Context: an optimization exercise on an open-source flow, tuned for small area, a short achievable clock period and few clock cycles per item. The choices shown serve that exercise and are no tape-out recipe. Where RTL was checked, it was by simulation tests only, not by an equivalence proof against the original. For run 1, only the layout was checked, not whether the RTL still works. Power is estimated from default activity; no workload was simulated.

$ cat flow/design.v
package entropy_pkg;
	localparam int WORD_W = 16;
	localparam int ADDR_W = 18;
	localparam int COEF_W = 16;
	localparam int RAW_W = 9;    
	localparam int BLOCK_SIZE = 64;
	localparam int IDX_W = 6;
	localparam int CODE_W = 13;  
endpackage
module bit_window (
	input  logic Clock,
	input  logic Resetn,
	output logic [entropy_pkg::ADDR_W-1:0] mem_addr,
	output logic mem_rd,
	input  logic [entropy_pkg::WORD_W-1:0] mem_data,
	output logic [entropy_pkg::CODE_W-1:0] bits,
	output logic bits_valid,
	input  logic take
);
	localparam int D = 3;  
	logic [15:0] wd [D];
	logic [D-1:0] head;       
	logic [D-1:0] tail;       
	logic [D-1:0] full;       
	logic [D-1:0] full_pop;   
	logic [3:0] ofs;
	logic v1, v2;
	logic [4:0] ofs_sum;
	logic pop;
	logic [31:0] pair;
	logic [4:0] nxt [16];
	logic [15:0] fit;         
	logic [2:0] busy;
	logic room, room_pop;
	always_comb begin
		pair = '0;
		for (int i = 0; i < D; i++) begin
			pair = pair | ({wd[i], wd[(i + 1) % D]} & {32{head[i]}});
		end
	end
	assign bits = 13'(pair << ofs >> 19);
	always_comb begin
		for (int o = 0; o < 16; o++) begin
			casez (pair[31 - o -: 4])
				4'b00??: nxt[o] = 5'(o + 8);
				4'b100?: nxt[o] = 5'(o + 9);
				4'b1010: nxt[o] = 5'(o + 4);
				4'b1011: nxt[o] = 5'(o + 13);
				default: nxt[o] = 5'(o + 5);
			endcase
			fit[o] = (o <= 12) && (nxt[o] <= 5'd16);
		end
	end
	assign ofs_sum = nxt[ofs];
	assign bits_valid = full[1] || (full[0] && fit[ofs]);
	assign pop = take & ofs_sum[4];
	assign full_pop = pop ? (full >> 1) : full;
	assign busy = 3'(full[0]) + 3'(full[1]) + 3'(full[2]) + 3'(mem_rd) + 3'(v1) + 3'(v2);
	assign room = busy < 3'(D);
	assign room_pop = busy <= 3'(D);
	always_ff @(posedge Clock or negedge Resetn) begin
		if (!Resetn) begin
			full <= '0;
			head <= D'(1);
			tail <= D'(1);
			ofs <= '0;
			v1 <= 1'b0;
			v2 <= 1'b0;
			mem_rd <= 1'b0;
			mem_addr <= '0;
		end else begin
			mem_rd <= room || (room_pop && pop);
			if (mem_rd) mem_addr <= mem_addr + 1'b1;
			v1 <= mem_rd;
			v2 <= v1;
			full <= v2 ? {full_pop[D-2:0], 1'b1} : full_pop;
			if (pop) head <= {head[D-2:0], head[D-1]};
			if (v2) tail <= {tail[D-2:0], tail[D-1]};
			if (take) ofs <= ofs_sum[3:0];
		end
	end
	always_ff @(posedge Clock) begin
		for (int i = 0; i < D; i++) begin
			if (v2 && tail[i]) wd[i] <= mem_data;
		end
	end
endmodule
module vlc_decoder (
	input  logic Clock,
	input  logic Resetn,
	input  logic [entropy_pkg::CODE_W-1:0] bits,
	input  logic bits_valid,
	output logic take,
	input  logic drain,           
	output logic code_valid,
	output logic code_eob,
	output logic code_zero,       
	output logic [3:0] code_cnt,  
	output logic [entropy_pkg::RAW_W-1:0] code_a,
	output logic [2:0] code_b
);
	logic [8:0] a;
	logic [3:0] n;
	logic eob, zero;
	always_comb begin
		a = {{6{bits[10]}}, bits[10:8]};
		n = 4'd1;
		eob = 1'b0;
		zero = 1'b0;
		casez (bits[12:9])
			4'b00??: begin
				n = 4'd2;
			end
			4'b01??: ;
			4'b100?: begin
				a = {{3{bits[9]}}, bits[9:4]};
			end
			4'b1010: begin
				eob = 1'b1;
				zero = 1'b1;
			end
			4'b1011: begin
				a = bits[8:0];
			end
			default: begin
				zero = 1'b1;
				n = (bits[10:8] == 3'd0) ? 4'd8 : {1'b0, bits[10:8]};
			end
		endcase
	end
	assign take = bits_valid && (!code_valid || drain);
	always_ff @(posedge Clock or negedge Resetn) begin
		if (!Resetn) begin
			code_valid <= 1'b0;
		end else begin
			code_valid <= take || (code_valid && !drain);
		end
	end
	always_ff @(posedge Clock) begin
		if (take) begin
			code_eob <= eob;
			code_zero <= zero;
			code_cnt <= n;
			code_a <= a;
			code_b <= bits[7:5];
		end
	end
endmodule
module coeff_sequencer (
	input  logic Clock,
	input  logic Resetn,
	input  logic start,
	input  logic code_valid,
	input  logic code_eob,
	input  logic code_zero,
	input  logic [3:0] code_cnt,
	input  logic [entropy_pkg::RAW_W-1:0] code_a,
	input  logic [2:0] code_b,
	output logic drain,
	output logic [entropy_pkg::BLOCK_SIZE-1:0] wr_en,  
	output logic [entropy_pkg::RAW_W-1:0] wr_even,
	output logic [entropy_pkg::RAW_W-1:0] wr_odd,
	output logic block_ready
);
	logic [5:0] k;
	logic [6:0] k_end;
	logic last;
	logic [entropy_pkg::RAW_W-1:0] b;
	logic q_valid;
	logic [5:0] q_first;
	logic [5:0] q_end;
	logic q_last;
	logic put;
	logic active;
	logic fin;
	assign k_end = {1'b0, k} + {3'd0, code_cnt};
	assign last = code_eob || k_end[6];
	assign b = {{6{code_b[2]}}, code_b};
	assign put = q_valid && (active || start);
	assign drain = code_valid && (!q_valid || put);
	always_ff @(posedge Clock or negedge Resetn) begin
		if (!Resetn) begin
			k <= '0;
			q_valid <= 1'b0;
		end else begin
			if (drain) k <= last ? 6'd0 : k_end[5:0];
			q_valid <= drain || (q_valid && !put);
		end
	end
	always_ff @(posedge Clock) begin
		if (drain) begin
			q_first <= k;
			q_end <= k_end[5:0];
			q_last <= last;
			wr_even <= code_zero ? '0 : (k[0] ? b : code_a);
			wr_odd <= code_zero ? '0 : (k[0] ? code_a : b);
		end
	end
	always_comb begin
		for (int s = 0; s < entropy_pkg::BLOCK_SIZE; s++) begin
			logic in_run;
			in_run = q_valid && (6'(s) >= q_first) && (q_last || 6'(s) < q_end);
			wr_en[s] = (in_run && active) || (in_run && start);
		end
	end
	always_ff @(posedge Clock or negedge Resetn) begin
		if (!Resetn) begin
			active <= 1'b0;
			fin <= 1'b0;
			block_ready <= 1'b0;
		end else begin
			active <= (active || start) && !(put && q_last);
			fin <= start && put && q_last;
			block_ready <= fin || (block_ready && !start) || (put && q_last && !start);
		end
	end
endmodule
module dequantizer (
	input  logic Clock,
	input  logic start,
	input  logic q_select,
	input  logic [entropy_pkg::BLOCK_SIZE-1:0] wr_en,  
	input  logic [entropy_pkg::RAW_W-1:0] wr_even,
	input  logic [entropy_pkg::RAW_W-1:0] wr_odd,
	input  logic [entropy_pkg::IDX_W-1:0] rd_addr,
	output logic [entropy_pkg::COEF_W-1:0] rd_data
);
	localparam logic [383:0] SCAN_OF = 384'hffeeb9c70923f7be32be5895f37cee9a1594db4b678174cad6ca1f6122c9ae979944c203a9d69034710271b3ce185040;
	logic [entropy_pkg::RAW_W-1:0] store [entropy_pkg::BLOCK_SIZE];
	logic q_sel;
	logic [entropy_pkg::RAW_W-1:0] raw;
	logic [3:0] d;
	logic [2:0] e;
	always_ff @(posedge Clock) begin
		if (start) q_sel <= q_select;  
		for (int p = 0; p < entropy_pkg::BLOCK_SIZE; p++) begin
			if (wr_en[SCAN_OF[6 * p +: 6]]) begin
				store[p] <= SCAN_OF[6 * p] ? wr_odd : wr_even;
			end
		end
	end
	assign d = {1'b0, rd_addr[5:3]} + {1'b0, rd_addr[2:0]};
	assign e = q_sel ? ((d >= 4'd10) ? 3'd6 : 3'(d[3:1]) + 3'd1) : 3'(d[3:2]) + 3'd3;
	always_comb begin
		logic [7:0] row_hot, col_hot;
		logic [entropy_pkg::RAW_W-1:0] row_val;
		for (int i = 0; i < 8; i++) begin
			row_hot[i] = (rd_addr[5:3] == 3'(i));
			col_hot[i] = (rd_addr[2:0] == 3'(i));
		end
		raw = '0;
		for (int r = 0; r < 8; r++) begin
			row_val = '0;
			for (int c = 0; c < 8; c++) begin
				row_val = row_val | (store[8 * r + c] & {entropy_pkg::RAW_W{col_hot[c]}});
			end
			raw = raw | (row_val & {entropy_pkg::RAW_W{row_hot[r]}});
		end
	end
	always_ff @(posedge Clock) begin
		rd_data <= {{(entropy_pkg::COEF_W - entropy_pkg::RAW_W){raw[entropy_pkg::RAW_W-1]}}, raw} << e;
	end
endmodule
module entropy_decode_top #(
	parameter int MEM_LATENCY = 2
) (
	input  logic Clock,
	input  logic Resetn,
	input  logic start,
	input  logic q_select,
	output logic [entropy_pkg::ADDR_W-1:0] mem_addr,
	output logic mem_rd,
	input  logic [entropy_pkg::WORD_W-1:0] mem_data,
	output logic block_ready,
	input  logic [entropy_pkg::IDX_W-1:0] rd_addr,
	output logic [entropy_pkg::COEF_W-1:0] rd_data
);
	logic [entropy_pkg::CODE_W-1:0] bits;
	logic bits_valid;
	logic take;
	logic drain;
	logic code_valid;
	logic code_eob;
	logic code_zero;
	logic [3:0] code_cnt;
	logic [entropy_pkg::RAW_W-1:0] code_a;
	logic [2:0] code_b;
	logic [entropy_pkg::BLOCK_SIZE-1:0] wr_en;
	logic [entropy_pkg::RAW_W-1:0] wr_even;
	logic [entropy_pkg::RAW_W-1:0] wr_odd;
	bit_window u_window (
		.Clock(Clock),
		.Resetn(Resetn),
		.mem_addr(mem_addr),
		.mem_rd(mem_rd),
		.mem_data(mem_data),
		.bits(bits),
		.bits_valid(bits_valid),
		.take(take)
	);
	vlc_decoder u_vlc (
		.Clock(Clock),
		.Resetn(Resetn),
		.bits(bits),
		.bits_valid(bits_valid),
		.take(take),
		.drain(drain),
		.code_valid(code_valid),
		.code_eob(code_eob),
		.code_zero(code_zero),
		.code_cnt(code_cnt),
		.code_a(code_a),
		.code_b(code_b)
	);
	coeff_sequencer u_seq (
		.Clock(Clock),
		.Resetn(Resetn),
		.start(start),
		.code_valid(code_valid),
		.code_eob(code_eob),
		.code_zero(code_zero),
		.code_cnt(code_cnt),
		.code_a(code_a),
		.code_b(code_b),
		.drain(drain),
		.wr_en(wr_en),
		.wr_even(wr_even),
		.wr_odd(wr_odd),
		.block_ready(block_ready)
	);
	dequantizer u_deq (
		.Clock(Clock),
		.start(start),
		.q_select(q_select),
		.wr_en(wr_en),
		.wr_even(wr_even),
		.wr_odd(wr_odd),
		.rd_addr(rd_addr),
		.rd_data(rd_data)
	);
endmodule
$ cat flow/run.sh
#!/bin/bash
# synth_recipe.tcl (not shown) runs the flow's synth.tcl, then flattens the netlist and writes it again
# the make line also repeats each setting of config.mk as NAME=value (left out here)
make -C /OpenROAD-flow-scripts/flow DESIGN_CONFIG=/design/flow/config.mk WORK_HOME=/design/flow/orfs CLKGATE_MAP_FILE= SYNTH_SCRIPT=/design/flow/synth_recipe.tcl finish
$ cat flow/config.mk
export PLATFORM = sky130hd
export DESIGN_NAME = entropy_decode_top
export DESIGN_NICKNAME = entropy_decode_top
export VERILOG_FILES = /design/flow/design.v
export SDC_FILE = /design/flow/constraint.sdc
export NUM_CORES = 4
export LEC_CHECK = 0
export ABC_AREA = 1
export CAP_MARGIN = 20
export CORE_MARGIN = 2
export CORE_UTILIZATION = 55
export CTS_BUF_LIST = sky130_fd_sc_hd__clkbuf_4 sky130_fd_sc_hd__clkbuf_8
export CTS_CLUSTER_SIZE = 30
export SETUP_SLACK_MARGIN = 3.0
export SLEW_MARGIN = 20
$ cat flow/constraint.sdc
create_clock -name core_clock -period 6.5 [get_ports {Clock}]
set_input_delay 1.3000 -clock core_clock [delete_from_list [all_inputs] [get_ports {Clock}]]
set_output_delay 1.3000 -clock core_clock [all_outputs]
set_load 0.01 [all_outputs]
==> parameters.txt, run 1 <==
Parameter                              Value

Status
  Status ... complete, no violations

Route
  Total via count in the routed design ... 24400
  Count of TritonRoute iterations in the first routing pass ... 6
  WL per Instance ... 24.0 um
  Remaining antenna violation count after routing ... 0
  Number of DRC violations after detailed-routing iteration 0 ... 3021
  DRC ... 0
  Average vias per placed instance ... 5.74
  Sum of routed wire length over all layers ... 102000 um

Global routing
  Maximum number of pins on one net before global-route repair ... 63
  Overall overflow remaining after global route ... 0
  Vias in the first global route ... 23800
  First-pass GRT wire length ... 148000 um
  GRT Total Usage ... 33.0%
  Initial antenna violation count ... 4

Critical path
  Cells along the critical path ... clkdlybuf4s50_1, buf_8, inv_2, nand3_2, clkinv_4, buf_12, nand2_1, o21ai_0, nor2_1, nand2_1, nand2_1, nand2_1, nor2_2, nand3_1, nand2_1, nand2_1, nand3_1, nand2_1
  Maximum net fanout on the critical path ... 62
  Category of the most critical setup path ... in2reg
  Master of the slowest instance on the critical path ... clkdlybuf4s50_1
  Crit end category ... register
  Worst path most repeated cell ... nand2_1
  WP data arrival ... 4.01 ns
  Critical path startpoint category ... input pin
  CP max stage delay ... 0.50 ns
  Critical path data required time ... 7.13 ns

Clock tree
  TritonCTS Buffers ... 115
  Hold-fix buffers, CTS ... 0
  Clock tree buffer depth ... 3
  Clock transition at the registers of the reported paths ... 0.06 ns
  CTS sink cnt ... 735
  Clock tree root buffer cell ... clkbuf_8
  CTS HTree Levels ... 3
  CTS tree ... done
  Worst-skew pair later-pin latency ... 0.74 ns

Timing
  Setup repair after global routing missed its margin ... false
  Clock Skew ... 0.0345 ns
  Summed negative setup slack over all endpoints ... 0 ns
  Post-layout minimum cycle time ... 3.38 ns
  Final period utilization ... 52.0%
  Upper clock frequency limit ... 296 MHz
  Headroom to the max-slew limit ... 20.9%
  Count of final setup violators ... 0
  Max-slew violation count ... 0
  Final number of hold-violating endpoints ... 0
  Slew of the pin with the lowest slew margin ... 1.19 ns

Placement
  Placer congestion estimate ... 0.952
  HPWL reported at the end of detailed placement ... 64300 um
  PortBufs ... 61

Floorplanning
  Starting density of the core ... 55.5%
  Number of standard-cell rows in the floorplan ... 89
  DIE AREA ... 61300 um^2
  Horizontal die dimension ... 248 um
  I/O pin cnt ... 62
  Core box area ... 58800 um^2
  Floorplan die height ... 248 um

Min path
  Hold Crit Class ... reg2reg

Power
  Total power divided by cell area ... 543 nW/um^2
  Leakage component of the power ... 0.0154 uW
  Max VDD drop ... 0.000449 V

Finish
  Synthesis-to-layout area growth ... 14.0%
  # nets final ... 3428
  Commonest cells after routing, fill and taps aside ... nand2_1, edfxtp_1, nor2_1, inv_1, nand3_1
  Final cell utilization of the core ... 63.3%
  Fraction of final layout cells sized beyond drive strength 1 ... 11.1%
  Leading cell type in the layout, fill and taps excluded ... nand2_1

Synth
  Share of the synthesized area in the top cell type ... 62.0%
  Fraction of registers with async set or reset after synthesis ... 6.12%
  Number of warnings reported in the yosys synthesis log ... 7
  Seq cells post-synth ... 735
  Cell type with the highest aggregate area in the netlist ... edfxtp_1
  Post-synth design cell area ... 32600 um^2
  Syn_area_per_cell ... 10.2 um^2
  Number of nets in the synthesized netlist ... 3255
  Number of enable flip-flop cells after synthesis ... 674
  Number of cells produced by synthesis ... 3211
  Main flop type after synthesis ... edfxtp_1
  Dominant cells by area after synthesis ... edfxtp_1, nand2_1, dfrtp_1
  Portion of the post-synthesis area used by sequential elements ... 66.4%
  Unique cell type count in the Yosys netlist ... 64

Job
  Max-cap violation count ... 0
==> critical path, delay by kind of cell <==
family                 cells  cell delay, ns
AND/OR/NAND/NOR           12            1.37
buffers and inverters      5            1.10
AO/OA/AOI/OAI              1            0.08
==> area by class of cell <==
class	instances	area [um^2]
well taps	773	967
diodes	1	2.50
repair inverters	2	17.5
fillers	4757	21600
clock buffers	166	2010
flip-flops and latches	735	21700
multi-input cells	2131	9730
repair buffers	153	1430
clock inverters	42	377
inverters	246	992
==> cells by family after synthesis <==
logic type                 after synthesis  synth area share [%]
adders and majority gates               18                 0.805
muxes                                    2                0.0613
and+or+nand+nor                       1794                  22.2
DFF                                    735                  66.4
xor gates and xnor gates                21                 0.563
AOI/OAI and AO/OA                      295                  5.41
buffers and inverters                  346                  4.51
==> flip-flops by register name (all words and copies together), names as in the netlist, 4 cells and up <==
name               count
u_deq.rd_data         16
u_seq.k                6
u_seq.q_end            6
u_window.wd           48
u_seq.wr_even          9
u_seq.q_first          6
u_vlc.code_cnt         4
u_deq.store          576
u_seq.wr_odd           9
u_window.mem_addr     18
u_window.ofs           4
u_vlc.code_a           9
==> cells in the mapped netlist, drive strengths merged, types with 4 or more instances <==
cell	number
nand4	28
xor2	18
o211ai	18
nor3	32
dfrtp	43
edfxtp	674
nor2	280
inv	242
nand2	1271
buf	78
ha	13
nor4	5
nand3	166
a221oi	10
clkbuf	22
dfxtp	16
o21a	9
a21oi	65
a211oi	18
fa	5
nand3b	4
o22ai	7
clkinv	4
a31oi	4
o2111a	4
o21ai	141
==> power breakdown <==
group | leakage (uW) | total [uW] | switching, uW | internal (uW)
combinational | 0.00702 | 6900 | 5230 | 1670
clock | 0.00127 | 4050 | 1820 | 2230
sequential | 0.00715 | 9260 | 869 | 8390
==> timing repair <==
item,CTS,global route
endpoints found under the setup margin,69,149
pin swaps,4,1
endpoints found under the hold margin,0,0
cloned,0,5
resized for setup,29,38
setup buffers,4,2
==> worst paths after layout <==
kind                             startpoint               endpoint  slack [ns]  depth (start not counted)
setup / recovery                 rd_addr[2]       u_deq.rd_data[7]        3.12                         18
hold / removal                  u_window.v1            u_window.v2        0.37                          0
setup reg to reg           u_seq.q_first[5]     u_deq.store[50][8]        3.18                          8
hold reg to reg                 u_window.v1            u_window.v2        0.37                          0
max in group asynchronous            Resetn        u_window.ofs[0]        5.32                          2
min in group asynchronous            Resetn  u_window.mem_addr[17]        0.68                          2
==> through the flow <==
stage | hold WS [ns] | instance area [um^2] | total power (uW) | setup WS (ns) | instances
2_1_floorplan | 0.354 | 32600 | 12800 | 3.01 | 3211
3_3_place_gp | 0.359 | 34400 | 15800 | 1.49 | 4029
3_5_place_dp | 0.360 | 34400 | 16000 | 1.58 | 4029
4_1_cts | 0.373 | 37000 | 20100 | 2.96 | 4241
5_1_grt | 0.388 | 37200 | 21100 | 2.95 | 4249
6_report | 0.371 | 37200 | 20200 | 3.12 | 4249
==> per-layer routing <==
layer | wire length (um) | global-route usage, %
met2 | 48400 | 54.0
met5 | 26 | 0
met1 | 38400 | 42.6
met3 | 9620 | 5.58
met4 | 5650 | 16.8
==> run 2: changes to the inputs <==
--- a/flow/design.v
+++ b/flow/design.v
@@ -172,6 +172,7 @@
 	logic q_last;
 	logic put;
 	logic active;
+	logic active_next;
 	logic fin;
 	assign k_end = {1'b0, k} + {3'd0, code_cnt};
 	assign last = code_eob || k_end[6];
@@ -203,15 +204,17 @@
 			wr_en[s] = (in_run && active) || (in_run && start);
 		end
 	end
+	assign active_next = (active && start) || ((active || start) && !(put && q_last));
 	always_ff @(posedge Clock or negedge Resetn) begin
 		if (!Resetn) begin
 			active <= 1'b0;
 			fin <= 1'b0;
 			block_ready <= 1'b0;
 		end else begin
-			active <= (active || start) && !(put && q_last);
-			fin <= start && put && q_last;
-			block_ready <= fin || (block_ready && !start) || (put && q_last && !start);
+			active <= active_next;
+			fin <= start && !active && put && q_last;
+			block_ready <= !start && (fin || block_ready || (active && put && q_last)
+				|| (drain && last && active_next));
 		end
 	end
 endmodule
--- a/flow/config.mk
+++ b/flow/config.mk
@@ -9,7 +9,8 @@
 export CAP_MARGIN = 20
 export CORE_MARGIN = 2
 export CORE_UTILIZATION = 55
-export CTS_BUF_LIST = sky130_fd_sc_hd__clkbuf_4 sky130_fd_sc_hd__clkbuf_8
-export CTS_CLUSTER_SIZE = 30
-export SETUP_SLACK_MARGIN = 3.0
+export CTS_BUF_LIST = sky130_fd_sc_hd__clkbuf_8 sky130_fd_sc_hd__clkbuf_16
+export CTS_CLUSTER_DIAMETER = 120
+export CTS_CLUSTER_SIZE = 25
+export SETUP_SLACK_MARGIN = 3.6
 export SLEW_MARGIN = 20
==> parameters.txt, run 2 <==
Parameter                              Value

Status
  Status ... complete, no violations

Floorplanning
  Core box area ... 59200 um^2
  Floorplan die height ... 249 um
  DIE AREA ... 62200 um^2
  I/O pin cnt ... 62
  Starting density of the core ... 55.9%
  Number of standard-cell rows in the floorplan ... 89
  Horizontal die dimension ... 249 um

Synth
  Portion of the post-synthesis area used by sequential elements ... 65.5%
  Number of enable flip-flop cells after synthesis ... 674
  Syn_area_per_cell ... 10.1 um^2
  Unique cell type count in the Yosys netlist ... 53
  Main flop type after synthesis ... edfxtp_1
  Cell type with the highest aggregate area in the netlist ... edfxtp_1
  Synth top cells by count ... nand2_1, edfxtp_1, nor2_1
  Number of nets in the synthesized netlist ... 3338
  Post-synth design cell area ... 33100 um^2
  Most frequent cell after synthesis ... nand2_1
  Number of warnings reported in the yosys synthesis log ... 7
  Dominant cells by area after synthesis ... edfxtp_1, nand2_1, dfrtp_1
  Share of the synthesized area in the top cell type ... 61.1%
  Fraction of registers with async set or reset after synthesis ... 6.12%
  Seq cells post-synth ... 735
  Number of cells produced by synthesis ... 3294

Placement
  HPWL reported at the end of detailed placement ... 68900 um
  Placer congestion estimate ... 0.964
  Cell area reported after detailed placement ... 35200 um^2
  Placed cell count ... 4087
  PortBufs ... 61

Critical path
  CP max stage delay ... 0.43 ns
  Critical path startpoint category ... input pin
  Critical path data required time ... 7.01 ns
  Critical Path Start ... rd_addr[1]
  Kind of cell with the highest combined delay on the critical path ... buffers and inverters
  Critical R2R Launch ... u_seq.q_first[1]
  Category of the most critical setup path ... in2reg
  WP data arrival ... 3.47 ns
  Crit path buf inv count ... 5
  Master of the slowest instance on the critical path ... fa_2
  Maximum net fanout on the critical path ... 6
  Crit end category ... register
  Cells along the critical path ... buf_16, buf_16, fa_2, xnor2_4, inv_2, ha_4, nor2_2, nand2_1, a21boi_4, buf_12, buf_6, nand3_4, nand2_4, nand2_2, nand3_1, nand2_1

Timing
  Final period utilization ... 45.5%
  Clock Skew ... 0.0471 ns
  Setup repair after global routing missed its margin ... true
  Post-layout minimum cycle time ... 2.96 ns
  Slew of the pin with the lowest slew margin ... 1.09 ns
  Upper clock frequency limit ... 338 MHz
  Max-slew violation count ... 0
  Summed negative setup slack over all endpoints ... 0 ns
  Count of final setup violators ... 0
  Headroom to the max-slew limit ... 27.3%
  Final hold slack ... 0.392 ns
  Final number of hold-violating endpoints ... 0

Route
  Number of DRC violations after detailed-routing iteration 0 ... 3284
  Total via count in the routed design ... 25900
  DRC ... 0
  WL per Instance ... 26.5 um
  Sum of routed wire length over all layers ... 112000 um
  Remaining antenna violation count after routing ... 0
  Average vias per placed instance ... 6.12
  Count of TritonRoute iterations in the first routing pass ... 6

Job
  Max-cap violation count ... 0

Power
  Leakage component of the power ... 0.0157 uW
  Max VDD drop ... 0.000317 V
  Total power divided by cell area ... 511 nW/um^2

Finish
  Commonest cells after routing, fill and taps aside ... nand2_1, edfxtp_1, nor2_1, inv_1, nand3_1
  Final standard cell count with taps included and fillers excluded ... 4233
  Number of flip-flops in the largest register ... 576
  Cell area after layout ... 38500 um^2
  Most flops, register ... u_deq.store
  Area of the multi-input gates ... 11000 um^2
  Fraction of final layout cells sized beyond drive strength 1 ... 13.2%
  Sequential cell area ... 21700 um^2
  Leading cell type in the layout, fill and taps excluded ... nand2_1
  Synthesis-to-layout area growth ... 16.1%
  Top Registers ... u_deq.store: 576 flops, u_window.wd: 48 flops, u_window.mem_addr: 18 flops
  Fill cell total of the finished layout ... 4655
  # nets final ... 3488

Clock tree
  Clock tree root buffer cell ... clkbuf_16
  CTS sink cnt ... 735
  TritonCTS Buffers ... 35
  Clock transition at the registers of the reported paths ... 0.10 ns
  CTS tree ... done
  Clock tree buffer depth ... 3
  Worst-skew pair later-pin latency ... 0.61 ns
  CTS HTree Levels ... 2

Global routing
  Overall overflow remaining after global route ... 0
  First-pass GRT wire length ... 162000 um
  Maximum number of pins on one net before global-route repair ... 54
  GRT Total Usage ... 35.3%
  Vias in the first global route ... 24900
  Initial antenna violation count ... 2

Min path
  Hold Crit Class ... reg2reg
  Start point of the worst hold path ... u_window.v1
[run 2: changes by cell type after synthesis, sizes merged, moves of 8 or more]
cell    change
o21a        -8
buf        +15
nand2      -91
clkbuf     +16
nor3       +10
nand3      +17
inv        +11
nor2       +15
nand4     +107
[run 2: path summary, 6_finish.rpt]
| path | slack, ns | cells after the start | end |
|---|---|---|---|
| min reg2reg | 0.39 | 0 | u_window.v2 |
| min | 0.39 | 0 | u_window.v2 |
| max in group asynchronous | 5.15 | 2 | u_window.head[2] |
| min in group asynchronous | 0.83 | 2 | u_window.mem_addr[9] |
| max reg2reg | 3.65 | 6 | u_deq.store[40][4] |
| max | 3.54 | 16 | u_deq.rd_data[7] |
[run 2: logic make-up after synthesis]
kind of cell	synth area share, %
simple gates	23.3
xor+xnor	0.582
flops	65.5
fa+ha+maj	0.793
compound gates	5.06
buf+inv	4.80
[run 2: area by class of cell]
cell class	count	share of cell area (%)
diodes	2	0.0130
clock buffers	35	2.28
clock inverters	16	0.254
inverters	256	2.87
multi-input cells	2175	28.7
flip-flops and latches	735	56.4
well taps	773	2.51
repair buffers	237	6.85
repair inverters	4	0.111
[run 2: per-layer routing]
metal	vias to the layer above	GRT usage, %	wire [um]
met5	-	0	0
met4	0	18.3	7540
met3	333	5.36	11400
met2	1601	57.8	52600
met1	12500	45.9	40800
li1	11500	-	-
[run 2: through the flow]
step | total power [uW] | setup slack, ns | util (%)
global placement | 16100 | 1.71 | 59.3
global route | 20500 | 3.46 | 64.9
CTS | 19100 | 3.58 | 63.4
floorplan | 13000 | 3.28 | -
detailed placement | 16200 | 1.70 | 59.4
finish | 19700 | 3.54 | 64.9
[run 2: timing repair]
item | 4_1_cts | 5_1_grt
hold buffers | 0 | 0
endpoints found under the setup margin | 382 | 177
resized for setup | 165 | 126
pin swaps | 19 | 25
gates cloned | 11 | 8
buffers inserted | 43 | 30
[run 2: power breakdown]
group | switching, uW | internal, uW
Sequential | 849 | 8320
Combinational | 5850 | 2200
Clock | 1440 | 998
Testbench counts of run 2, summed over its fixed seeds: cycles 24,934, blocks 320.
==> run 3: changes to the inputs <==
--- a/flow/design.v
+++ b/flow/design.v
@@ -232,7 +232,6 @@
 	logic [entropy_pkg::RAW_W-1:0] store [entropy_pkg::BLOCK_SIZE];
 	logic q_sel;
 	logic [entropy_pkg::RAW_W-1:0] raw;
-	logic [3:0] d;
 	logic [2:0] e;
 	always_ff @(posedge Clock) begin
 		if (start) q_sel <= q_select;  
@@ -242,8 +241,9 @@
 			end
 		end
 	end
-	assign d = {1'b0, rd_addr[5:3]} + {1'b0, rd_addr[2:0]};
-	assign e = q_sel ? ((d >= 4'd10) ? 3'd6 : 3'(d[3:1]) + 3'd1) : 3'(d[3:2]) + 3'd3;
+	localparam logic [191:0] EXP_Q0 = 192'hdb5b6cdadb64d6db24b6d924b6c923b6491bb248db9246db;
+	localparam logic [191:0] EXP_Q1 = 192'hdb6d6cdb6b64db5b23dad91bd6c8dab646d2b2369191b489;
+	assign e = q_sel ? EXP_Q1[3 * rd_addr +: 3] : EXP_Q0[3 * rd_addr +: 3];
 	always_comb begin
 		logic [7:0] row_hot, col_hot;
 		logic [entropy_pkg::RAW_W-1:0] row_val;
--- a/flow/config.mk
+++ b/flow/config.mk
@@ -11,6 +11,7 @@
 export CORE_UTILIZATION = 55
 export CTS_BUF_LIST = sky130_fd_sc_hd__clkbuf_8 sky130_fd_sc_hd__clkbuf_16
 export CTS_CLUSTER_DIAMETER = 120
-export CTS_CLUSTER_SIZE = 25
+export CTS_CLUSTER_SIZE = 30
+export PLACE_DENSITY = 0.72
 export SETUP_SLACK_MARGIN = 3.6
 export SLEW_MARGIN = 20
==> parameters.txt, run 3 <==
Parameter                              Value

Synth
  Number of warnings reported in the yosys synthesis log ... 7
  Number of cells produced by synthesis ... 3310
  Share of the synthesized area in the top cell type ... 61.4%
  Unique cell type count in the Yosys netlist ... 54
  Fraction of registers with async set or reset after synthesis ... 6.12%
  Number of enable flip-flop cells after synthesis ... 674
  Number of nets in the synthesized netlist ... 3354
  Post-synth design cell area ... 32900 um^2
  Portion of the post-synthesis area used by sequential elements ... 65.8%
  Synth top cells by count ... nand2_1, edfxtp_1, nor2_1
  Dominant cells by area after synthesis ... edfxtp_1, nand2_1, nor2_1
  Most frequent cell after synthesis ... nand2_1
  Syn_area_per_cell ... 9.95 um^2
  Main flop type after synthesis ... edfxtp_1
  Cell type with the highest aggregate area in the netlist ... edfxtp_1
  Seq cells post-synth ... 735

Finish
  Commonest cells after routing, fill and taps aside ... nand2_1, edfxtp_1, nor2_1, inv_1, nand3_1
  Fraction of final layout cells sized beyond drive strength 1 ... 10.1%
  Leading cell type in the layout, fill and taps excluded ... nand2_1
  Top Registers ... u_deq.store: 576 flops, u_window.wd: 48 flops, u_window.mem_addr: 18 flops
  Most flops, register ... u_deq.store
  Ant. Diodes ... 0
  Number of flip-flops in the largest register ... 576
  # nets final ... 3497
  Synthesis-to-layout area growth ... 13.2%
  Cell area after layout ... 37300 um^2

Critical path
  Crit end category ... register
  WP data arrival ... 3.27 ns
  Master of the slowest instance on the critical path ... clkdlybuf4s50_1
  Critical path startpoint category ... input pin
  Reg2Reg Depth ... 7
  Cells along the critical path ... clkdlybuf4s50_1, buf_6, o21ai_1, buf_4, buf_12, buf_4, a2111oi_4, buf_4, buf_2
  Critical path data required time ... 6.87 ns
  Maximum net fanout on the critical path ... 5
  Category of the most critical setup path ... in2reg
  CP max stage delay ... 0.48 ns
  Worst path most repeated cell ... buf_4

Floorplanning
  DIE AREA ... 61900 um^2
  Horizontal die dimension ... 249 um
  Number of standard-cell rows in the floorplan ... 89
  Starting density of the core ... 55.7%
  Core box area ... 59100 um^2
  Floorplan die height ... 249 um
  I/O pin cnt ... 62

Clock tree
  Clock transition at the registers of the reported paths ... 0.11 ns
  CTS sink cnt ... 735
  Hold-fix buffers, CTS ... 0
  TritonCTS Buffers ... 28
  Clock tree buffer depth ... 3
  Worst-skew pair later-pin latency ... 0.67 ns
  Clock tree root buffer cell ... clkbuf_16
  CTS tree ... done
  CTS HTree Levels ... 1

Global routing
  First-pass GRT wire length ... 152000 um
  Maximum number of pins on one net before global-route repair ... 73
  Vias in the first global route ... 23700
  GRT Total Usage ... 33.0%
  Overall overflow remaining after global route ... 0
  Initial antenna violation count ... 1

Route
  DRC ... 0
  Average vias per placed instance ... 5.99
  Number of DRC violations after detailed-routing iteration 0 ... 3092
  Remaining antenna violation count after routing ... 0
  Count of TritonRoute iterations in the first routing pass ... 20
  WL per Instance ... 25.2 um
  Total via count in the routed design ... 25400
  Sum of routed wire length over all layers ... 107000 um

Status
  Status ... complete, no violations

Timing
  Headroom to the max-slew limit ... 30.0%
  Clock Skew ... 0.0478 ns
  Upper clock frequency limit ... 345 MHz
  Summed negative setup slack over all endpoints ... 0 ns
  Final period utilization ... 44.5%
  Post-layout minimum cycle time ... 2.90 ns
  Max-slew violation count ... 0
  Final number of hold-violating endpoints ... 0
  Slew of the pin with the lowest slew margin ... 1.04 ns
  Count of final setup violators ... 0
  Setup repair after global routing missed its margin ... true

Placement
  HPWL reported at the end of detailed placement ... 68000 um
  Placer congestion estimate ... 0.984
  Cell area reported after detailed placement ... 34800 um^2
  PortBufs ... 61

Min path
  Hold Path Depth ... 0
  Hold Crit Class ... reg2reg

Power
  Leakage component of the power ... 0.0155 uW
  Total power divided by cell area ... 517 nW/um^2
  Max VDD drop ... 0.000329 V

Job
  Max-cap violation count ... 0
[run 3: cell count changes after synthesis, sizes merged, moves of 5 or more]
cell	before	now
nand3	183	168
buf	93	83
nand2	1180	1378
a221oi	13	7
nand4	135	43
nor2	295	324
o2111ai	1	6
inv	253	194
o211ai	18	24
o21ai	140	124
clkbuf	38	29
nor3	42	33
a2111oi	9	4
[run 3: power breakdown]
part	total, uW	internal [uW]	leakage, uW	switching [uW]
sequential	9210	8310	0.00715	903
clock	2210	803	0.000474	1400
combinational	7870	2180	0.00789	5690
[run 3: per-stage QoR]
step | hold slack [ns] | instances | total power [uW] | worst slack, ns | utilization [%]
floorplan | 0.354 | 3310 | 12900 | 3.38 | -
global placement | 0.363 | 4105 | 15900 | 1.67 | 58.8
detailed placement | 0.378 | 4108 | 16100 | 1.64 | 58.8
CTS | 0.412 | 4215 | 18800 | 3.60 | 61.9
global route | 0.424 | 4248 | 20100 | 3.58 | 63.1
finish | 0.404 | 4248 | 19300 | 3.60 | 63.1
[run 3: cells by family (layout without fill, tap and decap cells)]
group | count (synthesis) | in the layout | share of synthesized area (%)
DFF | 735 | 735 | 65.8
adders and majority gates | 18 | 18 | 0.775
and+or+nand+nor | 1960 | 1962 | 24.0
AOI/OAI and AO/OA | 270 | 270 | 4.81
xor gates and xnor gates | 20 | 20 | 0.532
buffers and inverters | 307 | 470 | 4.06
[run 3: what timing repair did]
item | in CTS | in global routing
endpoints found under the hold margin | 0 | 0
gates cloned | 5 | 10
setup endpoints to repair | 483 | 300
buffers inserted | 50 | 22
gates resized for setup | 122 | 89
pin swaps | 22 | 10
[run 3: worst max-delay path: cells and delay by family]
| family | cells | cell delay, ns |
|---|---|---|
| buffers and inverters | 7 | 1.55 |
| AO/OA/AOI/OAI | 2 | 0.41 |
[run 3: final timing paths]
kind	from	slack, ns	end
worst max-delay path	start	3.60	u_deq.store[8][5]
worst min-delay path	u_window.v1	0.40	u_window.v2
worst max register to register	u_seq.q_end[4]	3.68	u_deq.store[32][0]
worst min register to register	u_window.v1	0.40	u_window.v2
max in group asynchronous	Resetn	5.40	u_window.head[2]
min in group asynchronous	Resetn	0.63	u_seq.block_ready
[run 3: final cells by class]
cell class	count	area, um^2
well taps	773	967
multi-input cells	2270	10600
repair inverters	4	40.0
clock buffers	28	701
fillers	4719	21800
inverters	195	813
clock inverters	24	115
repair buffers	219	2340
flip-flops and latches	735	21700
[run 3: layer usage]
layer  global-route usage [%]  vias up  routed length, um
met2                     54.3     1641              49800
met5                        0        -                 13
met3                     5.87      212              12500
met4                     9.75        2               4290
li1                         -    11400                  -
met1                     45.3    12200              40500
Testbench counts of run 3, summed over its fixed seeds: cycles 24,934, blocks 320.
==> run 4: changes to the inputs <==
--- a/flow/config.mk
+++ b/flow/config.mk
@@ -11,7 +11,6 @@
 export CORE_UTILIZATION = 55
 export CTS_BUF_LIST = sky130_fd_sc_hd__clkbuf_8 sky130_fd_sc_hd__clkbuf_16
 export CTS_CLUSTER_DIAMETER = 120
-export CTS_CLUSTER_SIZE = 30
-export PLACE_DENSITY = 0.72
+export CTS_CLUSTER_SIZE = 25
 export SETUP_SLACK_MARGIN = 3.6
 export SLEW_MARGIN = 20
==> parameters.txt, run 4 <==
Parameter                              Value

Timing
  Post-layout minimum cycle time ... 2.90 ns
  Count of final setup violators ... 0
  Final hold slack ... 0.387 ns
  Max-slew violation count ... 0
  Final number of hold-violating endpoints ... 0
  Summed negative setup slack over all endpoints ... 0 ns
  Clock Skew ... 0.0237 ns
  Headroom to the max-slew limit ... 22.4%
  Upper clock frequency limit ... 345 MHz
  Final period utilization ... 44.6%
  Setup repair after global routing missed its margin ... true
  Slew of the pin with the lowest slew margin ... 1.16 ns

Floorplanning
  I/O pin cnt ... 62
  Starting density of the core ... 55.7%
  Core box area ... 59100 um^2
  Horizontal die dimension ... 249 um
  Floorplan die height ... 249 um
  DIE AREA ... 61900 um^2
  Number of standard-cell rows in the floorplan ... 89

Power
  Share of total power in combinational logic ... 38.9%
  Switching portion of total power ... 41.2%
  Total power divided by cell area ... 514 nW/um^2
  Fraction of power consumed by sequential logic ... 48.0%
  Cell-internal power ... 11300 uW
  Max VDD drop ... 0.000306 V
  Reported net switching power ... 7910 uW
  Clock share of power ... 13.1%
  Leakage component of the power ... 0.0154 uW

Clock tree
  Clock tree buffer depth ... 3
  Clock transition at the registers of the reported paths ... 0.10 ns
  TritonCTS Buffers ... 35
  CTS tree ... done
  CTS HTree Levels ... 2
  Clock tree root buffer cell ... clkbuf_16
  Worst-skew pair later-pin latency ... 0.60 ns
  CTS sink cnt ... 735

Route
  DRC ... 0
  Number of DRC violations after detailed-routing iteration 0 ... 3443
  Count of TritonRoute iterations in the first routing pass ... 22
  Sum of routed wire length over all layers ... 108000 um
  Total via count in the routed design ... 25200
  Average vias per placed instance ... 5.93
  WL per Instance ... 25.3 um
  Remaining antenna violation count after routing ... 0

Finish
  Number of flip-flops in the largest register ... 576
  Cell area after layout ... 37300 um^2
  Leading cell type in the layout, fill and taps excluded ... nand2_1
  Commonest cells after routing, fill and taps aside ... nand2_1, edfxtp_1, nor2_1, inv_1, nand3_1
  Most flops, register ... u_deq.store
  Synthesis-to-layout area growth ... 13.3%
  # nets final ... 3492
  Final cell utilization of the core ... 63.1%
  Final standard cell count with taps included and fillers excluded ... 4247
  Ant. Diodes ... 0
  Top Registers ... u_deq.store: 576 flops, u_window.wd: 48 flops, u_window.mem_addr: 18 flops
  Fraction of final layout cells sized beyond drive strength 1 ... 10.1%

Critical path
  Minimum setup slack among reg-to-reg paths ... 3.67 ns
  Worst R2R End ... u_deq.store[38][7]
  Critical R2R Launch ... u_seq.q_first[3]
  Critical path data required time ... 6.73 ns
  Critical path startpoint category ... input pin
  Category of the most critical setup path ... in2reg
  Maximum net fanout on the critical path ... 12
  Crit end category ... register
  WP data arrival ... 3.13 ns
  Reg2Reg Depth ... 5

Synth
  Synth top cells by count ... nand2_1, edfxtp_1, nor2_1
  Post-synth design cell area ... 32900 um^2
  Unique cell type count in the Yosys netlist ... 54
  Number of cells produced by synthesis ... 3310
  Seq cells post-synth ... 735
  Fraction of registers with async set or reset after synthesis ... 6.12%
  Most frequent cell after synthesis ... nand2_1
  Syn_area_per_cell ... 9.95 um^2
  Share of the synthesized area in the top cell type ... 61.4%
  Cell type with the highest aggregate area in the netlist ... edfxtp_1
  Main flop type after synthesis ... edfxtp_1
  Number of enable flip-flop cells after synthesis ... 674
  Portion of the post-synthesis area used by sequential elements ... 65.8%
  Dominant cells by area after synthesis ... edfxtp_1, nand2_1, nor2_1
  Number of nets in the synthesized netlist ... 3354
  Number of warnings reported in the yosys synthesis log ... 7

Placement
  Placer congestion estimate ... 0.970
  PortBufs ... 61
  HPWL reported at the end of detailed placement ... 69700 um
  Cell area reported after detailed placement ... 34800 um^2
  Placed cell count ... 4115

Min path
  Hold Crit Class ... reg2reg
  Hold Path Depth ... 0
  End point of the most critical hold path ... u_window.v2
  Start point of the worst hold path ... u_window.v1

Global routing
  Overall overflow remaining after global route ... 0
  Maximum number of pins on one net before global-route repair ... 46
  Vias in the first global route ... 23900
  Initial antenna violation count ... 0
  GRT Total Usage ... 34.1%
  First-pass GRT wire length ... 156000 um

Status
  Status ... complete, no violations

Job
  Max-cap violation count ... 0
run 4: metrics by stage:
| step | setup WS, ns | power [uW] |
|---|---|---|
| finish | 3.60 | 19200 |
| global route | 3.55 | 20000 |
| CTS | 3.59 | 18900 |
| detailed placement | 1.62 | 16100 |
| global placement | 1.74 | 16000 |
| floorplan | 3.38 | 12900 |
run 4: worst max path at each step:
stage / start / endpoint / slack [ns] / depth (start not counted)
floorplan: start / u_deq.store[53][0] / 3.38 / 5
global placement: rd_addr[0] / u_deq.rd_data[8] / 1.74 / 17
detailed placement: rd_addr[0] / u_deq.rd_data[9] / 1.62 / 16
CTS: rd_addr[0] / u_deq.rd_data[9] / 3.59 / 16
global route: rd_addr[2] / u_deq.rd_data[2] / 3.55 / 17
finish: start / u_deq.store[24][1] / 3.60 / 6
run 4: logic make-up (layout without fill, tap and decap cells):
| logic type | after synthesis | after routing | synth area share [%] |
|---|---|---|---|
| DFF | 735 | 735 | 65.8 |
| and+or+nand+nor | 1960 | 1964 | 24.0 |
| adders and majority gates | 18 | 18 | 0.775 |
| buffers and inverters | 307 | 467 | 4.06 |
| AOI/OAI and AO/OA | 270 | 270 | 4.81 |
| xor gates and xnor gates | 20 | 20 | 0.532 |
run 4: cell type report:
type                    count  area [um^2]
fillers                  4793        21800
flip-flops and latches    735        21700
multi-input cells        2272        10600
repair buffers            204         2180
well taps                 773          967
clock buffers              36          901
inverters                 195          797
clock inverters            27          131
repair inverters            5         38.8
run 4: metal layers:
metal | routed length (um) | share of wire (%) | vias up | track usage [%]
met2 | 50000 | 46 | 1455 | 54.7
li1 | - | - | 11400 | -
met5 | 0 | 0 | - | 0
met3 | 11200 | 10 | 226 | 4.67
met1 | 41800 | 39 | 12100 | 47.6
met4 | 4680 | 4.3 | 0 | 13.9
run 4: timing repair:
action / in CTS / in global routing
hold buffers: 0 / 0
gates cloned: 9 / 5
resized for setup: 122 / 62
pin swaps: 19 / 9
buffers inserted: 36 / 18
hold endpoints to repair: 0 / 0
endpoints found under the setup margin: 541 / 169
run 4: worst max-delay path, cell delays in order:
cell,delay (ns)
dlygate4sd2_1,0.33
o21ai_0,0.13
buf_4,0.24
clkinvlp_4,0.22
nand2_1,0.16
a211oi_4,0.73
run 4: power by group through the flow:
stage / sequential, uW / combinational [uW] / clock (uW)
after detailed placement: 9310 / 6790 / 0
after global placement: 9250 / 6700 / 0
final: 9210 / 7480 / 2510
after global routing: 9370 / 7970 / 2690
after floorplan: 9110 / 3740 / 0
after CTS: 9190 / 7180 / 2530
==> run 5: changes to the inputs <==
--- a/flow/config.mk
+++ b/flow/config.mk
@@ -12,5 +12,5 @@
 export CTS_BUF_LIST = sky130_fd_sc_hd__clkbuf_8 sky130_fd_sc_hd__clkbuf_16
 export CTS_CLUSTER_DIAMETER = 120
 export CTS_CLUSTER_SIZE = 25
-export SETUP_SLACK_MARGIN = 3.6
+export SETUP_SLACK_MARGIN = 3.7
 export SLEW_MARGIN = 20
==> parameters.txt, run 5 <==
Parameter                              Value

Critical path
  WP data arrival ... 3.29 ns
  Maximum net fanout on the critical path ... 10
  Kind of cell with the highest combined delay on the critical path ... simple AND/OR/NAND/NOR gates
  Critical path startpoint category ... input pin
  Critical path data required time ... 6.99 ns
  Category of the most critical setup path ... in2reg
  Master of the slowest instance on the critical path ... clkbuf_16
  Cells along the critical path ... buf_12, buf_12, buf_6, nor2_4, buf_12, buf_6, clkbuf_16, nand2_1, o21ai_0, nor2_1, nand2_1, nand2_1, nand2_2, nor2_4, nand3_2, nand2_1, nand2_1, nand2_2, nor2_2
  Crit end category ... register
  Crit path buf inv count ... 6
  CP max stage delay ... 0.18 ns
  Worst path most repeated cell ... nand2_1

Global routing
  Maximum number of pins on one net before global-route repair ... 46
  GRT Total Usage ... 34.9%
  Initial antenna violation count ... 1
  First-pass GRT wire length ... 159000 um
  Overall overflow remaining after global route ... 0
  Vias in the first global route ... 24200

Timing
  Slew of the pin with the lowest slew margin ... 1.07 ns
  Max-slew violation count ... 0
  Count of final setup violators ... 0
  Final number of hold-violating endpoints ... 0
  Upper clock frequency limit ... 357 MHz
  Headroom to the max-slew limit ... 28.1%
  Setup repair after global routing missed its margin ... true
  Post-layout minimum cycle time ... 2.80 ns
  Final period utilization ... 43.1%
  Summed negative setup slack over all endpoints ... 0 ns
  Clock Skew ... 0.0393 ns

Finish
  Leading cell type in the layout, fill and taps excluded ... nand2_1
  Commonest cells after routing, fill and taps aside ... nand2_1, edfxtp_1, nor2_1, inv_1, nand3_1
  # nets final ... 3526
  Top Registers ... u_deq.store: 576 flops, u_window.wd: 48 flops, u_window.mem_addr: 18 flops
  Sequential cell area ... 21700 um^2
  Fraction of final layout cells sized beyond drive strength 1 ... 13.2%
  Most flops, register ... u_deq.store
  Number of flip-flops in the largest register ... 576
  Final cell utilization of the core ... 64.6%
  Area of the multi-input gates ... 11000 um^2
  Fill cell total of the finished layout ... 4727
  Synthesis-to-layout area growth ... 16.0%

Clock tree
  Clock tree root buffer cell ... clkbuf_16
  Clock tree buffer depth ... 3
  CTS sink cnt ... 735
  Worst-skew pair later-pin latency ... 0.61 ns
  Clock transition at the registers of the reported paths ... 0.10 ns
  TritonCTS Buffers ... 35
  CTS tree ... done
  CTS HTree Levels ... 2

Synth
  Number of nets in the synthesized netlist ... 3354
  Unique cell type count in the Yosys netlist ... 54
  Main flop type after synthesis ... edfxtp_1
  Dominant cells by area after synthesis ... edfxtp_1, nand2_1, nor2_1
  Number of cells produced by synthesis ... 3310
  Fraction of registers with async set or reset after synthesis ... 6.12%
  Synth top cells by count ... nand2_1, edfxtp_1, nor2_1
  Share of the synthesized area in the top cell type ... 61.4%
  Number of enable flip-flop cells after synthesis ... 674
  Number of warnings reported in the yosys synthesis log ... 7
  Most frequent cell after synthesis ... nand2_1
  Syn_area_per_cell ... 9.95 um^2
  Cell type with the highest aggregate area in the netlist ... edfxtp_1
  Post-synth design cell area ... 32900 um^2
  Seq cells post-synth ... 735
  Portion of the post-synthesis area used by sequential elements ... 65.8%

Route
  Total via count in the routed design ... 25700
  Count of TritonRoute iterations in the first routing pass ... 21
  Sum of routed wire length over all layers ... 112000 um
  Number of DRC violations after detailed-routing iteration 0 ... 3202
  DRC ... 0
  Remaining antenna violation count after routing ... 0
  WL per Instance ... 26.2 um
  Average vias per placed instance ... 6.00

Floorplanning
  DIE AREA ... 61900 um^2
  Horizontal die dimension ... 249 um
  Floorplan die height ... 249 um
  Starting density of the core ... 55.7%
  Number of standard-cell rows in the floorplan ... 89
  I/O pin cnt ... 62
  Core box area ... 59100 um^2

Placement
  Placer congestion estimate ... 0.942
  HPWL reported at the end of detailed placement ... 67600 um
  PortBufs ... 61

Job
  Max-cap violation count ... 0

Status
  Status ... complete, no violations

Power
  Max VDD drop ... 0.000378 V
  Total power divided by cell area ... 513 nW/um^2
  Leakage component of the power ... 0.0159 uW

Min path
  Hold Crit Class ... reg2reg
[run 5: routing by layer]
layer / track usage (%) / vias to the layer above / part of all wire, %
li1: - / 11400 / -
met1: 47.1 / 12500 / 37
met2: 58.2 / 1573 / 48
met3: 4.87 / 257 / 11
met4: 12.6 / 0 / 4.4
met5: 0 / - / 0
[run 5: kinds of logic (layout without fill, tap and decap cells)]
logic type      Yosys count  after routing  share of synthesized area [%]
buf+inv                 307            502                           4.06
flops                   735            735                           65.8
fa+ha+maj                18             18                          0.775
simple gates           1960           1964                           24.0
xor+xnor                 20             20                          0.532
other cells               0              2                              0
compound gates          270            270                           4.81
[run 5: worst paths after layout]
check / cells past startpoint / start / to / slack [ns]
min in group asynchronous: 2 / Resetn / u_window.mem_addr[9] / 0.80
hold reg to reg: 0 / u_window.v1 / u_window.v2 / 0.39
max in group asynchronous: 2 / Resetn / u_window.head[1] / 5.19
setup / recovery: 19 / rd_addr[2] / u_deq.rd_data[3] / 3.70
setup reg to reg: 7 / u_seq.q_end[1] / u_deq.store[38][7] / 3.74
hold / removal: 0 / u_window.v1 / u_window.v2 / 0.39
[run 5: report_power, final]
group          internal (uW)  switching (uW)  leakage (uW)
registers               8320             870       0.00715
logic                   2150            5780       0.00813
clock network           1030            1470      0.000591
total                  11500            8120        0.0159
[run 5: area by class of cell]
class	instances	share of cell area, %
Antenna cell	2	0.0131
Clock buffer	36	2.36
Clock inverter	28	0.354
Inverter	195	2.12
Multi-Input combinational cell	2272	28.7
Sequential cell	735	56.8
Tap cell	773	2.53
Timing Repair Buffer	235	6.91
Timing Repair inverter	8	0.174
[run 5: worst reg2reg max path: stages, from the launching register on]
cell and delay, ns:
edfxtp_1 0.53, nor2_1 0.42, inv_1 0.21, nor2_1 0.37, inv_1 0.26, nor4_1 0.50, a211oi_4 0.07, buf_12 0.18
[run 5: what timing repair did]
| item | CTS | global route |
|---|---|---|
| gates cloned | 14 | 14 |
| resized for setup | 189 | 144 |
| setup buffers | 66 | 18 |
| pin swaps | 29 | 42 |
| setup endpoints to repair | 621 | 262 |
| endpoints found under the hold margin | 0 | 0 |
| hold buffers | 0 | 0 |
[run 5: per-stage QoR]
stage	std cells	setup WS, ns	hold slack, ns	power, uW	cell area (um^2)
4_1_cts	4250	3.64	0.393	19100	37200
3_5_place_dp	4106	1.53	0.362	16200	34800
3_3_place_gp	4105	1.60	0.366	16000	34800
5_1_grt	4283	3.61	0.416	20400	38200
2_1_floorplan	3310	3.38	0.354	12900	33200
6_report	4284	3.70	0.390	19600	38200
==> run 6: changes to the inputs <==
--- a/flow/config.mk
+++ b/flow/config.mk
@@ -11,6 +11,7 @@
 export CORE_UTILIZATION = 55
 export CTS_BUF_LIST = sky130_fd_sc_hd__clkbuf_8 sky130_fd_sc_hd__clkbuf_16
 export CTS_CLUSTER_DIAMETER = 120
-export CTS_CLUSTER_SIZE = 25
+export CTS_CLUSTER_SIZE = 30
+export PLACE_DENSITY = 0.72
 export SETUP_SLACK_MARGIN = 3.7
 export SLEW_MARGIN = 20
==> parameters.txt, run 6 <==
Parameter                              Value

Status
  Status ... complete, no violations

Floorplanning
  Starting density of the core ... 55.7%
  DIE AREA ... 61900 um^2
  Floorplan die height ... 249 um
  I/O pin cnt ... 62
  Horizontal die dimension ... 249 um
  Number of standard-cell rows in the floorplan ... 89
  Core box area ... 59100 um^2

Clock tree
  Hold-fix buffers, CTS ... 0
  CTS HTree Levels ... 1
  TritonCTS Buffers ... 28
  CTS sink cnt ... 735
  Clock transition at the registers of the reported paths ... 0.11 ns
  Clock tree root buffer cell ... clkbuf_16
  CTS tree ... done
  Clock tree buffer depth ... 3
  Worst-skew pair later-pin latency ... 0.66 ns

Critical path
  WP data arrival ... 3.18 ns
  CP max stage delay ... 0.44 ns
  Cells along the critical path ... dlygate4sd2_1, o21ai_0, buf_4, clkinvlp_4, buf_4, nand2_1, a211oi_2, buf_4
  Critical Path Start ... start
  Minimum setup slack among reg-to-reg paths ... 3.69 ns
  Master of the slowest instance on the critical path ... a211oi_2
  Critical path startpoint category ... input pin
  Worst path most repeated cell ... buf_4
  Worst R2R End ... u_deq.store[32][0]
  Capturing instance or port of the critical path ... u_deq.store[38][3]
  Reg2Reg Depth ... 7
  Crit end category ... register
  Critical path data required time ... 6.83 ns
  Category of the most critical setup path ... in2reg
  Maximum net fanout on the critical path ... 12
  Critical R2R Launch ... u_seq.q_end[5]

Timing
  Post-layout minimum cycle time ... 2.84 ns
  Final number of hold-violating endpoints ... 0
  Upper clock frequency limit ... 352 MHz
  Summed negative setup slack over all endpoints ... 0 ns
  Final period utilization ... 43.7%
  Max-slew violation count ... 0
  Slew of the pin with the lowest slew margin ... 1.14 ns
  Setup repair after global routing missed its margin ... true
  Setup ws final ... 3.66 ns
  Clock Skew ... 0.0535 ns
  Headroom to the max-slew limit ... 23.5%
  Count of final setup violators ... 0

Finish
  Final standard cell count with taps included and fillers excluded ... 4238
  Commonest cells after routing, fill and taps aside ... nand2_1, edfxtp_1, nor2_1, inv_1, nand3_1
  Most flops, register ... u_deq.store
  Leading cell type in the layout, fill and taps excluded ... nand2_1
  Fill cell total of the finished layout ... 4689
  Number of flip-flops in the largest register ... 576
  # nets final ... 3487
  Cell area after layout ... 37500 um^2
  Synthesis-to-layout area growth ... 13.9%
  Top Registers ... u_deq.store: 576 flops, u_window.wd: 48 flops, u_window.mem_addr: 18 flops
  Fraction of final layout cells sized beyond drive strength 1 ... 10.6%
  Ant. Diodes ... 0

Route
  Average vias per placed instance ... 6.00
  Remaining antenna violation count after routing ... 0
  DRC ... 0
  Count of TritonRoute iterations in the first routing pass ... 26
  Sum of routed wire length over all layers ... 107000 um
  Total via count in the routed design ... 25400
  Number of DRC violations after detailed-routing iteration 0 ... 3288
  WL per Instance ... 25.3 um

Placement
  Cell area reported after detailed placement ... 34700 um^2
  Placer congestion estimate ... 0.995
  PortBufs ... 61
  Worst slack after detailed placement ... 1.75 ns
  HPWL reported at the end of detailed placement ... 66200 um
  Placed cell count ... 4099

Synth
  Number of nets in the synthesized netlist ... 3354
  Syn_area_per_cell ... 9.95 um^2
  Seq cells post-synth ... 735
  Dominant cells by area after synthesis ... edfxtp_1, nand2_1, nor2_1
  Number of cells produced by synthesis ... 3310
  Number of enable flip-flop cells after synthesis ... 674
  Number of warnings reported in the yosys synthesis log ... 7
  Share of the synthesized area in the top cell type ... 61.4%
  Post-synth design cell area ... 32900 um^2
  Most frequent cell after synthesis ... nand2_1
  Cell type with the highest aggregate area in the netlist ... edfxtp_1
  Main flop type after synthesis ... edfxtp_1
  Synth top cells by count ... nand2_1, edfxtp_1, nor2_1
  Unique cell type count in the Yosys netlist ... 54
  Fraction of registers with async set or reset after synthesis ... 6.12%
  Portion of the post-synthesis area used by sequential elements ... 65.8%

Global routing
  First-pass GRT wire length ... 154000 um
  GRT Total Usage ... 33.4%
  Vias in the first global route ... 24300
  Met1 track demand over resource in global routing ... 46.3%
  Overall overflow remaining after global route ... 0
  Grt met3 use ... 4.80%
  GRT busiest layer ... met2
  Maximum number of pins on one net before global-route repair ... 73
  Met2 usage in global routing ... 54.8%
  Initial antenna violation count ... 1

Power
  Leakage component of the power ... 0.0155 uW
  Share of total power in combinational logic ... 40.8%
  Post-layout total power ... 19100 uW
  Cell-internal power ... 11200 uW
  Switching portion of total power ... 41.2%
  Clock share of power ... 11.5%
  Total power divided by cell area ... 509 nW/um^2
  Fraction of power consumed by sequential logic ... 47.7%
  Max VDD drop ... 0.000252 V
  Reported net switching power ... 7880 uW

Min path
  Hold Crit Class ... reg2reg

Job
  Max-cap violation count ... 0
-- run 6: changes by cell type in the layout (fill, tap and decap cells not counted), moves of 3 or more --
cell       change
buf_4         -17
nand3_2       -12
clkbuf_16     -11
a221oi_2       -4
dfxtp_1        +7
nand3_1       +10
nor2_4         -5
dfxtp_2        -7
nand2_1       +26
nor2_1         +7
nand2_2       -26
a211oi_4       +3
buf_6          -9
-- run 6: what timing repair did --
action | CTS | global route
resized for setup | 176 | 90
setup buffers | 32 | 34
cloned | 13 | 8
pin swaps | 16 | 20
setup endpoints to repair | 565 | 327
-- run 6: worst min-delay path by stage --
stage,endpoint,startpoint,slack [ns],depth (start not counted)
floorplan,u_window.v2,u_window.v1,0.35,0
global placement,u_window.v2,u_window.v1,0.36,0
detailed placement,u_window.v2,u_window.v1,0.38,0
CTS,u_window.v2,u_window.v1,0.41,0
global route,u_window.v2,u_window.v1,0.41,0
finish,u_window.v2,u_window.v1,0.39,0
-- run 6: area by class of cell --
class / instances / area, um^2 / area share [%]
clock buffers: 28 / 701 / 1.87
clock inverters: 24 / 115 / 0.307
inverters: 195 / 802 / 2.14
multi-input cells: 2272 / 10900 / 28.9
flip-flops and latches: 735 / 21700 / 57.9
well taps: 773 / 967 / 2.58
repair buffers: 204 / 2310 / 6.15
repair inverters: 7 / 62.6 / 0.167
-- run 6: cell families (layout without fill, tap and decap cells) --
kind of cell,after synthesis,in the layout,synth area share (%)
and+or+nand+nor,1960,1964,24.0
xor gates and xnor gates,20,20,0.532
adders and majority gates,18,18,0.775
AOI/OAI and AO/OA,270,270,4.81
buffers and inverters,307,458,4.06
DFF,735,735,65.8
-- run 6: critical path, delay by kind of cell --
| kind | cells | cell delay [ns] |
|---|---|---|
| AOI/OAI and AO/OA | 2 | 0.58 |
| and+or+nand+nor | 1 | 0.07 |
| buffers and inverters | 5 | 1.21 |
-- run 6: power by group through the flow --
stage                     clock network, uW  logic [uW]  registers [uW]
final                                  2200        7790            9110
after global routing                   2350        8270            9280
after CTS                              2200        7160            9120
after detailed placement                  0        6650            9250
after global placement                    0        6520            9180
after floorplan                           0        3770            9110
-- run 6: routing by layer --
metal / routed length, um / vias to the layer above
met5: 0 / -
met4: 4230 / 0
met3: 12500 / 206
met2: 50300 / 1672
met1: 40200 / 12200
li1: - / 11300
-- run 6: stage by stage --
step	hold WS [ns]	util [%]
finish	0.394	63.4
global placement	0.360	58.7
global route	0.410	63.4
detailed placement	0.383	58.7
CTS	0.407	62.0
floorplan	0.354	-

separate check: timing with driven ports:
The results above use ideal ports. As a check the final layouts listed here were re-extracted and re-timed, cells and wires unchanged.
Step 1 (the two cells are an assumption about what drives the block):
set clk [get_ports {Clock}]
set_driving_cell -lib_cell sky130_fd_sc_hd__clkbuf_16 $clk
set_driving_cell -lib_cell sky130_fd_sc_hd__buf_2 [delete_from_list [all_inputs] $clk]
Step 2 moves the port delays by t, midway between the first and last clock arrival at a register: inputs arrive t later, outputs are due t later. That takes back most of the time a late clock gives input paths.
Slacks: ideal / step 1 / step 2; pairs: ideal / step 1.
run | t (ns) | slack for setup (ns) | worst setup path after step 2 | slew at the worst register clock pin (ns)
run 1 | 0.781 | 3.119 / 3.151 / 2.370 | input to register | 0.07 / 0.07
run 2 | 0.647 | 3.541 / 3.431 / 2.785 | input to register | 0.11 / 0.11
run 3 | 0.712 | 3.605 / 3.548 / 2.932 | input to register | 0.12 / 0.12
run 4 | 0.655 | 3.599 / 3.577 / 2.955 | input to register | 0.10 / 0.10
run 5 | 0.656 | 3.699 / 3.655 / 2.999 | input to register | 0.10 / 0.10
run 6 | 0.697 | 3.658 / 3.600 / 2.903 | input to register | 0.12 / 0.12
After both steps every run listed still meets setup and hold. The setup slack of run 2, which loses most, moves by -0.110 ns with the drivers and by -0.756 ns with both steps.
